This is an optimization exercise on Yosys and OpenROAD, whose aim is a short achievable clock period, not a production implementation.
RTL that was checked went through simulation tests only; none was proved equivalent to the original.
No activity file was given, so power comes from the tool's default toggle rates.

north:
==> module aipTop, before the edit <==
module aipTop (
  input  logic                           clk,
  input  logic                           rst,
  input  logic                           en_i,
  input  logic [aipPkg::ConfigWidth-1:0] configAIP_i,
  input  logic [aipPkg::DataWidth-1:0]   dataInAIP_i,
  input  logic                           readAIP_i,
  input  logic                           writeAIP_i,
  input  logic                           startAIP_i,
  input  aipPkg::coreReq_t               coreReq_i,
  output logic [aipPkg::DataWidth-1:0]   dataOutAIP_o,
  output logic                           intAIP_o,
  output aipPkg::coreResp_t              coreResp_o
);
  logic in0Write, in0Load, in1Write, in1Load, outRead, outLoad, confWrite, statusWrite;
  assign in0Write    = writeAIP_i && (configAIP_i == CfgMemIn0Data);
  assign in0Load     = writeAIP_i && (configAIP_i == CfgMemIn0Addr);
  assign in1Write    = writeAIP_i && (configAIP_i == CfgMemIn1Data);
  assign in1Load     = writeAIP_i && (configAIP_i == CfgMemIn1Addr);
  assign outRead     = readAIP_i  && (configAIP_i == CfgMemOutData);
  assign outLoad     = writeAIP_i && (configAIP_i == CfgMemOutAddr);
  assign confWrite   = writeAIP_i && (configAIP_i == CfgConfData);
  assign statusWrite = writeAIP_i && (configAIP_i == CfgStatus);
  logic [2:0]  wrPtr0, wrPtr1;
  logic [15:0] rdPtrOH;     
  logic [15:0] rdPtrLdOH;   
  logic [15:0] rdPtrIncOH;
  assign rdPtrIncOH = {rdPtrOH[14:0], rdPtrOH[15]};
  always_comb begin
    for (int w = 0; w < 16; w++) rdPtrLdOH[w] = (dataInAIP_i[3:0] == 4'(w));
  end
  always_ff @(posedge clk or negedge rst) begin
    if (!rst) begin
      wrPtr0   <= '0;
      wrPtr1   <= '0;
      rdPtrOH  <= 16'h0001;
    end else if (en_i) begin
      if (in0Load)       wrPtr0 <= dataInAIP_i[2:0];
      else if (in0Write) wrPtr0 <= wrPtr0 + 3'd1;
      if (in1Load)       wrPtr1 <= dataInAIP_i[2:0];
      else if (in1Write) wrPtr1 <= wrPtr1 + 3'd1;
      if (outLoad)       rdPtrOH <= rdPtrLdOH;
      else if (outRead)  rdPtrOH <= rdPtrIncOH;
    end
  end
  logic [7:0][DataWidth-1:0]  memIn0;
  logic [7:0][DataWidth-1:0]  memIn1;
  logic [15:0][DataWidth-1:0] memOut;
  for (genvar w = 0; w < 8; w++) begin : g_memIn
    always_ff @(posedge clk) begin
      if (in0Write && wrPtr0 == 3'(w)) memIn0[w] <= dataInAIP_i;
      if (in1Write && wrPtr1 == 3'(w)) memIn1[w] <= dataInAIP_i;
    end
  end
  logic [15:0] wrOutOH;   
  always_comb begin
    for (int w = 0; w < 16; w++)
      wrOutOH[w] = coreReq_i.wrEnMemOut && (coreReq_i.wrAddrMemOut[3:0] == 4'(w));
  end
  for (genvar w = 0; w < 16; w++) begin : g_memOut
    always_ff @(posedge clk) begin
      if (wrOutOH[w]) memOut[w] <= coreReq_i.wrDataMemOut;
    end
  end
  logic [15:0][7:0] rdSel0, rdSel1;
  for (genvar l = 0; l < 16; l++) begin : g_rdLane
    aipDec8 rdDec0 (.addr_i(coreReq_i.rdAddrMemIn0[2:0]), .sel_o(rdSel0[l]));
    aipDec8 rdDec1 (.addr_i(coreReq_i.rdAddrMemIn1[2:0]), .sel_o(rdSel1[l]));
  end
  always_comb begin
    coreResp_o.rdDataMemIn0 = '0;
    coreResp_o.rdDataMemIn1 = '0;
    for (int b = 0; b < DataWidth; b++) begin
      for (int w = 0; w < 8; w++) begin
        coreResp_o.rdDataMemIn0[b] |= rdSel0[b/2][w] & memIn0[w][b];
        coreResp_o.rdDataMemIn1[b] |= rdSel1[b/2][w] & memIn1[w][b];
      end
    end
  end
  logic                 hitHold, hitInc, hitLd, hitZero;
  logic [DataWidth-1:0] rdHold, rdInc, rdLd;
  logic [DataWidth-1:0] candHold, candInc, candLd, candZero, memOutRd;
  assign hitHold = |(wrOutOH & rdPtrOH);
  assign hitInc  = |(wrOutOH & rdPtrIncOH);
  assign hitLd   = |(wrOutOH & rdPtrLdOH);
  assign hitZero = wrOutOH[0];
  always_comb begin
    rdHold = '0;
    rdInc  = '0;
    rdLd   = '0;
    for (int w = 0; w < 16; w++) begin
      rdHold |= {DataWidth{rdPtrOH[w]}}    & memOut[w];
      rdInc  |= {DataWidth{rdPtrIncOH[w]}} & memOut[w];
      rdLd   |= {DataWidth{rdPtrLdOH[w]}}  & memOut[w];
    end
  end
  assign candHold = hitHold ? coreReq_i.wrDataMemOut : rdHold;
  assign candInc  = hitInc  ? coreReq_i.wrDataMemOut : rdInc;
  assign candLd   = hitLd   ? coreReq_i.wrDataMemOut : rdLd;
  assign candZero = hitZero ? coreReq_i.wrDataMemOut : memOut[0];
  always_ff @(posedge clk) begin
    if (!rst)                   memOutRd <= candZero;
    else if (en_i && outLoad)   memOutRd <= candLd;
    else if (en_i && outRead)   memOutRd <= candInc;
    else                        memOutRd <= candHold;
  end
  logic [DataWidth-1:0] confReg;
  always_ff @(posedge clk or negedge rst) begin
    if (!rst)           confReg <= '0;
    else if (confWrite) confReg <= dataInAIP_i;
  end
  assign coreResp_o.confReg = confReg;
  assign coreResp_o.start   = startAIP_i;
  logic [StatusWidth-1:0] pending, pendingNext, mask, maskNext;
  logic                   intReg;
  assign pendingNext = (pending & ~(statusWrite ? dataInAIP_i[15:8] : 8'h00))
                     | {6'b0, coreReq_i.done, 1'b0};
  assign maskNext    = statusWrite ? dataInAIP_i[23:16] : mask;
  always_ff @(posedge clk or negedge rst) begin
    if (!rst) begin
      pending <= '0;
      mask    <= '0;
      intReg  <= 1'b0;
    end else begin
      pending <= pendingNext;
      mask    <= maskNext;
      intReg  <= |(pendingNext & maskNext);
    end
  end
  assign intAIP_o = intReg;
  logic [DataWidth-1:0] statusWord;
  logic [15:0] rdMemOut, rdStatus, rdId;
  for (genvar l = 0; l < 16; l++) begin : g_hostLane
    aipRdDec rdDec (.code_i(configAIP_i), .memOut_o(rdMemOut[l]), .status_o(rdStatus[l]),
                    .id_o(rdId[l]));
  end
  assign statusWord = {8'h00, mask, pending, 7'h00, coreReq_i.busy};
  always_comb begin
    for (int b = 0; b < DataWidth; b++)
      dataOutAIP_o[b] = (rdMemOut[b/2] & memOutRd[b]) | (rdStatus[b/2] & statusWord[b])
                      | (rdId[b/2] & IpId[b]);
  end
endmodule
clock: 4.0 ns
lec_check: 0
cap_margin: 20
core_margin: 2
core_utilization: 40
setup_slack_margin: 1.5
slew_margin: 20
synth_hierarchical: 1
synth_minimum_keep_size: 0
run.sh (not shown) runs the stock make flow with config.mk's settings and CLKGATE_MAP_FILE= SYNTH_SCRIPT=/design/flow/synth_recipe.tcl, a recipe that flattens the netlist after the stock synthesis.
[inputs] south vs north
--- a/flow/design.v
+++ b/flow/design.v
@@ -134,20 +134,20 @@
     always_ff @(posedge clk) begin
       if (wrOutOH[w]) memOut[w] <= coreReq_i.wrDataMemOut;
     end
   end
-  logic [15:0][7:0] rdSel0, rdSel1;
-  for (genvar l = 0; l < 16; l++) begin : g_rdLane
+  logic [7:0][7:0] rdSel0, rdSel1;
+  for (genvar l = 0; l < 8; l++) begin : g_rdLane
     aipDec8 rdDec0 (.addr_i(coreReq_i.rdAddrMemIn0[2:0]), .sel_o(rdSel0[l]));
     aipDec8 rdDec1 (.addr_i(coreReq_i.rdAddrMemIn1[2:0]), .sel_o(rdSel1[l]));
   end
   always_comb begin
     coreResp_o.rdDataMemIn0 = '0;
     coreResp_o.rdDataMemIn1 = '0;
     for (int b = 0; b < DataWidth; b++) begin
       for (int w = 0; w < 8; w++) begin
-        coreResp_o.rdDataMemIn0[b] |= rdSel0[b/2][w] & memIn0[w][b];
-        coreResp_o.rdDataMemIn1[b] |= rdSel1[b/2][w] & memIn1[w][b];
+        coreResp_o.rdDataMemIn0[b] |= rdSel0[b/4][w] & memIn0[w][b];
+        coreResp_o.rdDataMemIn1[b] |= rdSel1[b/4][w] & memIn1[w][b];
       end
     end
   end
   logic                 hitHold, hitInc, hitLd, hitZero;
@@ -201,17 +201,17 @@
     end
   end
   assign intAIP_o = intReg;
   logic [DataWidth-1:0] statusWord;
-  logic [15:0] rdMemOut, rdStatus, rdId;
-  for (genvar l = 0; l < 16; l++) begin : g_hostLane
+  logic [7:0] rdMemOut, rdStatus, rdId;
+  for (genvar l = 0; l < 8; l++) begin : g_hostLane
     aipRdDec rdDec (.code_i(configAIP_i), .memOut_o(rdMemOut[l]), .status_o(rdStatus[l]),
                     .id_o(rdId[l]));
   end
   assign statusWord = {8'h00, mask, pending, 7'h00, coreReq_i.busy};
   always_comb begin
     for (int b = 0; b < DataWidth; b++)
-      dataOutAIP_o[b] = (rdMemOut[b/2] & memOutRd[b]) | (rdStatus[b/2] & statusWord[b])
-                      | (rdId[b/2] & IpId[b]);
+      dataOutAIP_o[b] = (rdMemOut[b/4] & memOutRd[b]) | (rdStatus[b/4] & statusWord[b])
+                      | (rdId[b/4] & IpId[b]);
   end
 endmodule
 `default_nettype wire
[summary]
Comparing north and south, the higher total power consumption of the routed design was measured on north. Area after synthesis (south over north): decrease, 1.3%. south ends up with lower cell count than north does. Comparing north and south, relative contribution of the clock network to total power is lower on north. The area occupied by multi-input gates number comes out higher for north vs south. Diff north -> south | synthesized cell count | down by a few percent. Delta(non-clock buffer count, south - north) > 0. Comparing count of inserted tapcells for north and south, the bigger number came from north. From north to south the numbers moved as follows: number of buffers inserted by hold repair at cts up 1; clock period minus final worst setup slack saw an increase; internal power now sits lower; clock group total power has remained practically unchanged.
The RTL of south was laid out without a check of its function.

* * *

aipTop, a different RTL version from the one above (not shown whole).
Size in the first run: about 1100 flip-flops, ~260 I/O pins, roughly 52000 um^2 of cells after synthesis.
==> module aipTop, before the edit <==
module aipTop (
  input  logic                           clk,
  input  logic                           rst,
  input  logic                           en_i,
  input  logic [aipPkg::ConfigWidth-1:0] configAIP_i,
  input  logic [aipPkg::DataWidth-1:0]   dataInAIP_i,
  input  logic                           readAIP_i,
  input  logic                           writeAIP_i,
  input  logic                           startAIP_i,
  input  aipPkg::coreReq_t               coreReq_i,
  output logic [aipPkg::DataWidth-1:0]   dataOutAIP_o,
  output logic                           intAIP_o,
  output aipPkg::coreResp_t              coreResp_o
);
  logic in0Write, in0Load, in1Write, in1Load, outRead, outLoad, confWrite, statusWrite;
  assign in0Write    = writeAIP_i && (configAIP_i == CfgMemIn0Data);
  assign in0Load     = writeAIP_i && (configAIP_i == CfgMemIn0Addr);
  assign in1Write    = writeAIP_i && (configAIP_i == CfgMemIn1Data);
  assign in1Load     = writeAIP_i && (configAIP_i == CfgMemIn1Addr);
  assign outRead     = readAIP_i  && (configAIP_i == CfgMemOutData);
  assign outLoad     = writeAIP_i && (configAIP_i == CfgMemOutAddr);
  assign confWrite   = writeAIP_i && (configAIP_i == CfgConfData);
  assign statusWrite = writeAIP_i && (configAIP_i == CfgStatus);
  logic [2:0] wrPtr0, wrPtr1;
  logic [3:0] rdPtrOut, rdPtrNext;
  always_comb begin
    rdPtrNext = rdPtrOut;
    if (en_i) begin
      if (outLoad)      rdPtrNext = dataInAIP_i[3:0];
      else if (outRead) rdPtrNext = rdPtrOut + 4'd1;
    end
  end
  always_ff @(posedge clk or negedge rst) begin
    if (!rst) begin
      wrPtr0   <= '0;
      wrPtr1   <= '0;
      rdPtrOut <= '0;
    end else begin
      rdPtrOut <= rdPtrNext;
      if (en_i) begin
        if (in0Load)       wrPtr0 <= dataInAIP_i[2:0];
        else if (in0Write) wrPtr0 <= wrPtr0 + 3'd1;
        if (in1Load)       wrPtr1 <= dataInAIP_i[2:0];
        else if (in1Write) wrPtr1 <= wrPtr1 + 3'd1;
      end
    end
  end
  logic [7:0][DataWidth-1:0]  memIn0;
  logic [7:0][DataWidth-1:0]  memIn1;
  logic [15:0][DataWidth-1:0] memOut;
  for (genvar w = 0; w < 8; w++) begin : g_memIn
    always_ff @(posedge clk) begin
      if (in0Write && wrPtr0 == 3'(w)) memIn0[w] <= dataInAIP_i;
      if (in1Write && wrPtr1 == 3'(w)) memIn1[w] <= dataInAIP_i;
    end
  end
  for (genvar w = 0; w < 16; w++) begin : g_memOut
    always_ff @(posedge clk) begin
      if (coreReq_i.wrEnMemOut && coreReq_i.wrAddrMemOut[3:0] == 4'(w))
        memOut[w] <= coreReq_i.wrDataMemOut;
    end
  end
  assign coreResp_o.rdDataMemIn0 = memIn0[coreReq_i.rdAddrMemIn0[2:0]];
  assign coreResp_o.rdDataMemIn1 = memIn1[coreReq_i.rdAddrMemIn1[2:0]];
  logic [3:0]           wrAddrOut, rdPtrInc, rdPtrLd;
  logic                 wrOut;
  logic [DataWidth-1:0] candHold, candInc, candLd, candZero, memOutRd;
  assign wrAddrOut = coreReq_i.wrAddrMemOut[3:0];
  assign wrOut     = coreReq_i.wrEnMemOut;
  assign rdPtrInc  = rdPtrOut + 4'd1;
  assign rdPtrLd   = dataInAIP_i[3:0];
  assign candHold = (wrOut && wrAddrOut == rdPtrOut) ? coreReq_i.wrDataMemOut : memOut[rdPtrOut];
  assign candInc  = (wrOut && wrAddrOut == rdPtrInc) ? coreReq_i.wrDataMemOut : memOut[rdPtrInc];
  assign candLd   = (wrOut && wrAddrOut == rdPtrLd)  ? coreReq_i.wrDataMemOut : memOut[rdPtrLd];
  assign candZero = (wrOut && wrAddrOut == 4'd0)     ? coreReq_i.wrDataMemOut : memOut[0];
  always_ff @(posedge clk) begin
    if (!rst)                   memOutRd <= candZero;
    else if (en_i && outLoad)   memOutRd <= candLd;
    else if (en_i && outRead)   memOutRd <= candInc;
    else                        memOutRd <= candHold;
  end
  logic [DataWidth-1:0] confReg;
  always_ff @(posedge clk or negedge rst) begin
    if (!rst)           confReg <= '0;
    else if (confWrite) confReg <= dataInAIP_i;
  end
  assign coreResp_o.confReg = confReg;
  assign coreResp_o.start   = startAIP_i;
  logic [StatusWidth-1:0] pending, pendingNext, mask, maskNext;
  logic                   intReg;
  assign pendingNext = (pending & ~(statusWrite ? dataInAIP_i[15:8] : 8'h00))
                     | {6'b0, coreReq_i.done, 1'b0};
  assign maskNext    = statusWrite ? dataInAIP_i[23:16] : mask;
  always_ff @(posedge clk or negedge rst) begin
    if (!rst) begin
      pending <= '0;
      mask    <= '0;
      intReg  <= 1'b0;
    end else begin
      pending <= pendingNext;
      mask    <= maskNext;
      intReg  <= |(pendingNext & maskNext);
    end
  end
  assign intAIP_o = intReg;
  always_comb begin
    case (configAIP_i)
      CfgMemOutData: dataOutAIP_o = memOutRd;
      CfgStatus:     dataOutAIP_o = {8'h00, mask, pending, 7'h00, coreReq_i.busy};
      CfgId:         dataOutAIP_o = IpId;
      default:       dataOutAIP_o = '0;
    endcase
  end
endmodule
clock: 4.0 ns
lec_check: 0
cap_margin: 20
core_margin: 2
core_utilization: 40
setup_slack_margin: 1.5
slew_margin: 20
The baseline completed without violations.
Rerun with:
--- a/flow/design.v
+++ b/flow/design.v
@@ -113,26 +113,18 @@
         memOut[w] <= coreReq_i.wrDataMemOut;
     end
   end
   assign coreResp_o.rdDataMemIn0 = memIn0[coreReq_i.rdAddrMemIn0[2:0]];
   assign coreResp_o.rdDataMemIn1 = memIn1[coreReq_i.rdAddrMemIn1[2:0]];
-  logic [3:0]           wrAddrOut, rdPtrInc, rdPtrLd;
-  logic                 wrOut;
-  logic [DataWidth-1:0] candHold, candInc, candLd, candZero, memOutRd;
-  assign wrAddrOut = coreReq_i.wrAddrMemOut[3:0];
-  assign wrOut     = coreReq_i.wrEnMemOut;
-  assign rdPtrInc  = rdPtrOut + 4'd1;
-  assign rdPtrLd   = dataInAIP_i[3:0];
-  assign candHold = (wrOut && wrAddrOut == rdPtrOut) ? coreReq_i.wrDataMemOut : memOut[rdPtrOut];
-  assign candInc  = (wrOut && wrAddrOut == rdPtrInc) ? coreReq_i.wrDataMemOut : memOut[rdPtrInc];
-  assign candLd   = (wrOut && wrAddrOut == rdPtrLd)  ? coreReq_i.wrDataMemOut : memOut[rdPtrLd];
-  assign candZero = (wrOut && wrAddrOut == 4'd0)     ? coreReq_i.wrDataMemOut : memOut[0];
+  logic [3:0]           rdSel;
+  logic [DataWidth-1:0] memOutRd;
+  assign rdSel = rst ? rdPtrNext : 4'd0;
   always_ff @(posedge clk) begin
-    if (!rst)                   memOutRd <= candZero;
-    else if (en_i && outLoad)   memOutRd <= candLd;
-    else if (en_i && outRead)   memOutRd <= candInc;
-    else                        memOutRd <= candHold;
+    if (coreReq_i.wrEnMemOut && (coreReq_i.wrAddrMemOut[3:0] == rdSel))
+      memOutRd <= coreReq_i.wrDataMemOut;
+    else
+      memOutRd <= memOut[rdSel];
   end
   logic [DataWidth-1:0] confReg;
   always_ff @(posedge clk or negedge rst) begin
     if (!rst)           confReg <= '0;
     else if (confWrite) confReg <= dataInAIP_i;
The changed run completed without violations.
Synthesized cell count decreases by roughly a tenth.
Total power decreases by about a fifth.
Via count decreases by about a fifth.
Die area decreases by about a fifth.
Synthesized area decreases by about a fifth.
Combinational power decreases by well over a third.
Clock-buffer cell count decreases by 3.
Final area decreases by roughly a tenth.
Utilization increases by 1.6 points.
Global-route usage decreases by 2.6 points.
Worst setup slack gains 0.0050 ns.
Clock skew decreases by 0.043 ns.
No functional check of the RTL was part of any run of this note.

-- afterwards: timing with drivers on the ports --
The flow's constraints put no driver on any port. The routed layouts listed below were extracted and timed again, unchanged, in two steps.
Step 1 assumes that a clkbuf_16 drives the clock port and a buf_2 every other input.
Step 2 moves the port delays by t, midway between the first and last clock arrival at a register: inputs arrive t later, outputs are due t later. That takes back most of the time a late clock gives input paths.
Three values: ideal ports, drivers, drivers and shift; two values: the first two.
run | t, ns | slack for setup (ns) | worst hold slack (ns) | slew at the worst register clock pin (ns) | pins driven straight from the clock port
north | 0.791 | 1.268 / 0.797 / 0.638 | 0.081 / 0.050 / 0.504 | 0.07 / 0.07 | 1
south | 0.802 | 1.117 / 0.949 / 0.689 | 0.452 / 0.410 / 0.489 | 0.07 / 0.07 | 1
the first run of note 2 | 0.779 | 1.014 / 0.918 / 0.595 | 0.506 / 0.506 / 0.506 | 0.07 / 0.07 | 1
the second run of note 2 | 0.762 | 1.019 / 0.842 / 0.446 | 0.477 / 0.504 / 0.504 | 0.07 / 0.07 | 1
After both steps setup and hold are still met in every run listed. The setup slack of north, which loses most, moves by -0.471 ns with the drivers and by -0.630 ns with both steps.
